Background: an optimization exercise with open tools, aiming at small area, a short achievable clock period and few clock cycles per item. Do not read the settings as production practice. Function was checked by simulation only, so behaviour that the tests miss may differ from the original. Power and IR drop assume default switching activity.

## rv_core
module rv_core (
    input  logic                                 clk_i,
    input  logic                                 rstn_i,
    input  logic [rv_core_pkg::xlen-1:0]         imem_data_i,   
    input  logic [rv_core_pkg::xlen-1:0]         addr_i,        
    output logic [rv_core_pkg::xlen-1:0]         imem_addr_o,
    output logic [rv_core_pkg::xlen-1:0]         data_o,        
    output logic                                 update_o,      
    output logic [rv_core_pkg::xlen-1:0]         pc_o,
    output logic [rv_core_pkg::xlen-1:0]         instr_o,
    output logic [rv_core_pkg::reg_addr_w-1:0]   reg_addr_o,
    output logic [rv_core_pkg::xlen-1:0]         reg_data_o,
    output logic [rv_core_pkg::xlen-1:0]         mem_addr_o,
    output logic [rv_core_pkg::xlen-1:0]         mem_data_o,
    output logic                                 mem_wrt_o
);
Settings: LEC_CHECK=0, CAP_MARGIN=20, CORE_MARGIN=2, CORE_UTILIZATION=35, CTS_CLUSTER_DIAMETER=55, CTS_CLUSTER_SIZE=36, PLACE_DENSITY=0.5, SETUP_SLACK_MARGIN=3.5, SLEW_MARGIN=20; clock period 9.0 ns.
standard.sh (not shown) runs the stock make flow with config.mk's settings and CLKGATE_MAP_FILE= SYNTH_SCRIPT=/design/flow/synth_recipe.tcl, a recipe that flattens the netlist after the stock synthesis.
==> flow/flow/run.sh <==
#!/bin/bash
# Standard layout, with the port buffers made from plain buffers instead of the delay cells
# that buffer_ports picks by default. Each tool's output goes to a log file here.
set -euo pipefail
export BUFFER_PORTS_ARGS="-buffer_cell sky130_fd_sc_hd__buf_2"
bash standard.sh finish > standard_make.log 2>&1
Testbench counts at the start, summed over its fixed seeds: cycles 472,582, instrs 110,324.
Rerun with:
Settings changed: CTS_CLUSTER_DIAMETER 55 to unset, CTS_CLUSTER_SIZE 36 to unset.
=> Utilization climbs by 0.57 points. Die area does not change. Design area grows by 1.4%. Sequential power is about the same. Sequential share of layout area decreases by 0.67 points. Register-to-register slack improved by 0.05 ns. Wire length goes up by 0.44%. Setup slack is about the same. Flip-flop and latch count is unchanged.
Rerun with:
--- a/flow/flow/run.sh
+++ b/flow/flow/run.sh
@@ -3 +3,2 @@
-# that buffer_ports picks by default. Each tool's output goes to a log file here.
+# that buffer_ports picks by default, and clock tree synthesis without dummy loads.
+# Each tool's output goes to a log file here.
@@ -5,0 +7 @@
+export CTS_ARGS="-sink_clustering_enable -repair_clock_nets -sink_clustering_size 30 -sink_clustering_max_diameter 60 -dont_use_dummy_load"
Settings changed: GPL_TIMING_DRIVEN set to 0.
Total power shrinks by about 10%. Worst hold slack degrades by 0.020 ns. Final cell count increases by 2.5%. Utilization fell by 0.16 points. Global-route usage went up by 6.3 points. Worst setup slack degrades by 0.31 ns. Sequential power went up by about 0.5%. Flip-flop and latch count stays the same. First-iteration DRC count increases by about 17%. Cell area shrinks by about 0.4%. Synthesized area stays the same.

========
run A:
rv_core again, from the RTL that the note above started with.
## rv_core
module rv_core (
    input  logic                                 clk_i,
    input  logic                                 rstn_i,
    input  logic [rv_core_pkg::xlen-1:0]         imem_data_i,   
    input  logic [rv_core_pkg::xlen-1:0]         addr_i,        
    output logic [rv_core_pkg::xlen-1:0]         imem_addr_o,
    output logic [rv_core_pkg::xlen-1:0]         data_o,        
    output logic                                 update_o,      
    output logic [rv_core_pkg::xlen-1:0]         pc_o,
    output logic [rv_core_pkg::xlen-1:0]         instr_o,
    output logic [rv_core_pkg::reg_addr_w-1:0]   reg_addr_o,
    output logic [rv_core_pkg::xlen-1:0]         reg_data_o,
    output logic [rv_core_pkg::xlen-1:0]         mem_addr_o,
    output logic [rv_core_pkg::xlen-1:0]         mem_data_o,
    output logic                                 mem_wrt_o
);
export LEC_CHECK = 0
export CAP_MARGIN = 20
export CORE_MARGIN = 2
export CORE_UTILIZATION = 35
export PLACE_DENSITY = 0.5
export SETUP_SLACK_MARGIN = 3.7
export SLEW_MARGIN = 20
create_clock -name core_clock -period 9.0 [get_ports {clk_i}]
==> flow/flow/run.sh <==
#!/bin/bash
# Standard layout, with the port buffers made from plain buffers instead of the delay cells
# that buffer_ports picks by default, and clock tree synthesis without dummy loads.
# Each tool's output goes to a log file here.
set -euo pipefail
export BUFFER_PORTS_ARGS="-buffer_cell sky130_fd_sc_hd__buf_2"
export CTS_ARGS="-sink_clustering_enable -repair_clock_nets -sink_clustering_size 30 -sink_clustering_max_diameter 60 -dont_use_dummy_load"
bash standard.sh finish > standard_make.log 2>&1
Testbench counts of run A, summed over its fixed seeds: cycles 472,582, instrs 110,324.
Inputs modified between run A and run B:
- SETUP_SLACK_MARGIN: 3.7 -> 3.5
- CTS_CLUSTER_DIAMETER: unset -> 60
- CTS_CLUSTER_SIZE: unset -> 30
## What came out
Run B: all stages complete, timing, DRC and antenna checks passed
Comparing run A and run B, the higher utilization is on run A.
When the final numbers for run A and run B were put side by side, the transition at the pin with the smallest max-transition slack turned out to be greater in run A.
Post-placement worst setup slack: run B < run A
Measured against each other, run A and run B differ in arrival time of the worst setup path, the higher figure coming from run B.
Looking at clock latency on the worst-skew pair, run B sits 0.02 ns higher than run A does.
Diff run A..run B | max-capacitance violation count | unchanged
On clock power, run A and run B are neck and neck.
The following lists how run C was set up differently from run B:
- clearing CTS_CLUSTER_SIZE, which used to be 30
- clearing CTS_CLUSTER_DIAMETER, which used to be 60
==> flow/flow/run.sh <==
#!/bin/bash
# Standard layout, with the port buffers made from plain buffers instead of the delay cells
# that buffer_ports picks by default. Each tool's output goes to a log file here.
set -euo pipefail
export BUFFER_PORTS_ARGS="-buffer_cell sky130_fd_sc_hd__buf_4"
bash standard.sh finish > standard_make.log 2>&1
Notes after the runs:
- Against run B, cell leakage power in run C came out worse.
- [compare] base=run B new=run C: power after layout went up by 16%, final setup skew lower, number of buffers created by CTS went up by 48, detailed-route wire length per cell now sits lower, clock period minus final worst setup slack grew by 0.0068 ns.
- Relative to run B, proportion of layout cells with a drive suffix above 1 increased by 1.7 points in run C.

========
## v1
Another version of the RTL of rv_core (not shown whole).
For scale: about 6300 cells after synthesis, roughly 1700 flip-flops, roughly 300 I/O pins, ~75000 µm² of cells after synthesis.
Settings: LEC_CHECK=0, CAP_MARGIN=20, CORE_MARGIN=2, CORE_UTILIZATION=35, PLACE_DENSITY=0.5, SETUP_SLACK_MARGIN=4.2, SLEW_MARGIN=20; clock period 9.0 ns.
run.sh (not shown) runs the stock make flow with config.mk's settings and CLKGATE_MAP_FILE= SYNTH_SCRIPT=/design/flow/synth_recipe.tcl, a recipe that flattens the netlist after the stock synthesis.
Stock flow here: none of the scripts above is used.
Testbench counts of v1, summed over its fixed seeds: cycles 472,582, instrs 110,324.
## Diff of input files: v4 against v1
- SETUP_SLACK_MARGIN now 3.5, was 4.2
Results
In the metrics for v4 and v1, the one carrying the higher synthesis-to-finish area growth is v1.
Delta (v4 minus v1): global-route usage now sits lower; area of all placed cells without fillers now sits lower; detailed-route wire length now sits lower.

==> separate check: timing with driven ports <==
No port has a modelled driver above. Below, the same layouts with a new extraction and two added sets of constraints.
Step 1 assumes that a clkbuf_16 drives the clock port and a buf_2 every other input.
Step 2 also shifts input and output timing later by t, the mid clock arrival at the registers, as if the neighbouring blocks saw the same clock.
a / b / c = ideal ports / drivers / drivers and shift; a / b = the first two.
| run | t (ns) | setup slack, ns | hold slack, ns | worst data-port slew with drivers (ns) |
|---|---|---|---|---|
| the first run of note 1 | 0.919 | 3.499 / 3.207 / 2.935 | 0.306 / 0.306 / 0.306 | 0.29 |
| the second run of note 1 | 0.943 | 3.499 / 3.212 / 2.972 | 0.266 / 0.266 / 0.266 | 0.28 |
| the third run of note 1 | 0.902 | 3.188 / 3.188 / 2.641 | 0.247 / 0.247 / 0.247 | 0.05 |
| run A | 0.883 | 3.678 / 3.382 / 3.088 | 0.267 / 0.267 / 0.267 | 0.31 |
| run B | 0.885 | 3.519 / 3.237 / 2.938 | 0.255 / 0.255 / 0.255 | 0.28 |
| run C | 0.947 | 3.512 / 3.267 / 2.929 | 0.269 / 0.269 / 0.269 | 0.27 |
| v1 | 0.931 | 3.610 / 3.547 / 3.277 | 0.303 / 0.303 / 0.303 | 0.06 |
| v4 | 0.914 | 3.433 / 3.399 / 2.832 | 0.310 / 0.310 / 0.310 | 0.06 |
After both steps setup and hold are still met in every run listed. For v4, which loses most, drivers alone change the setup slack by -0.034 ns; drivers and shift together by -0.601 ns.
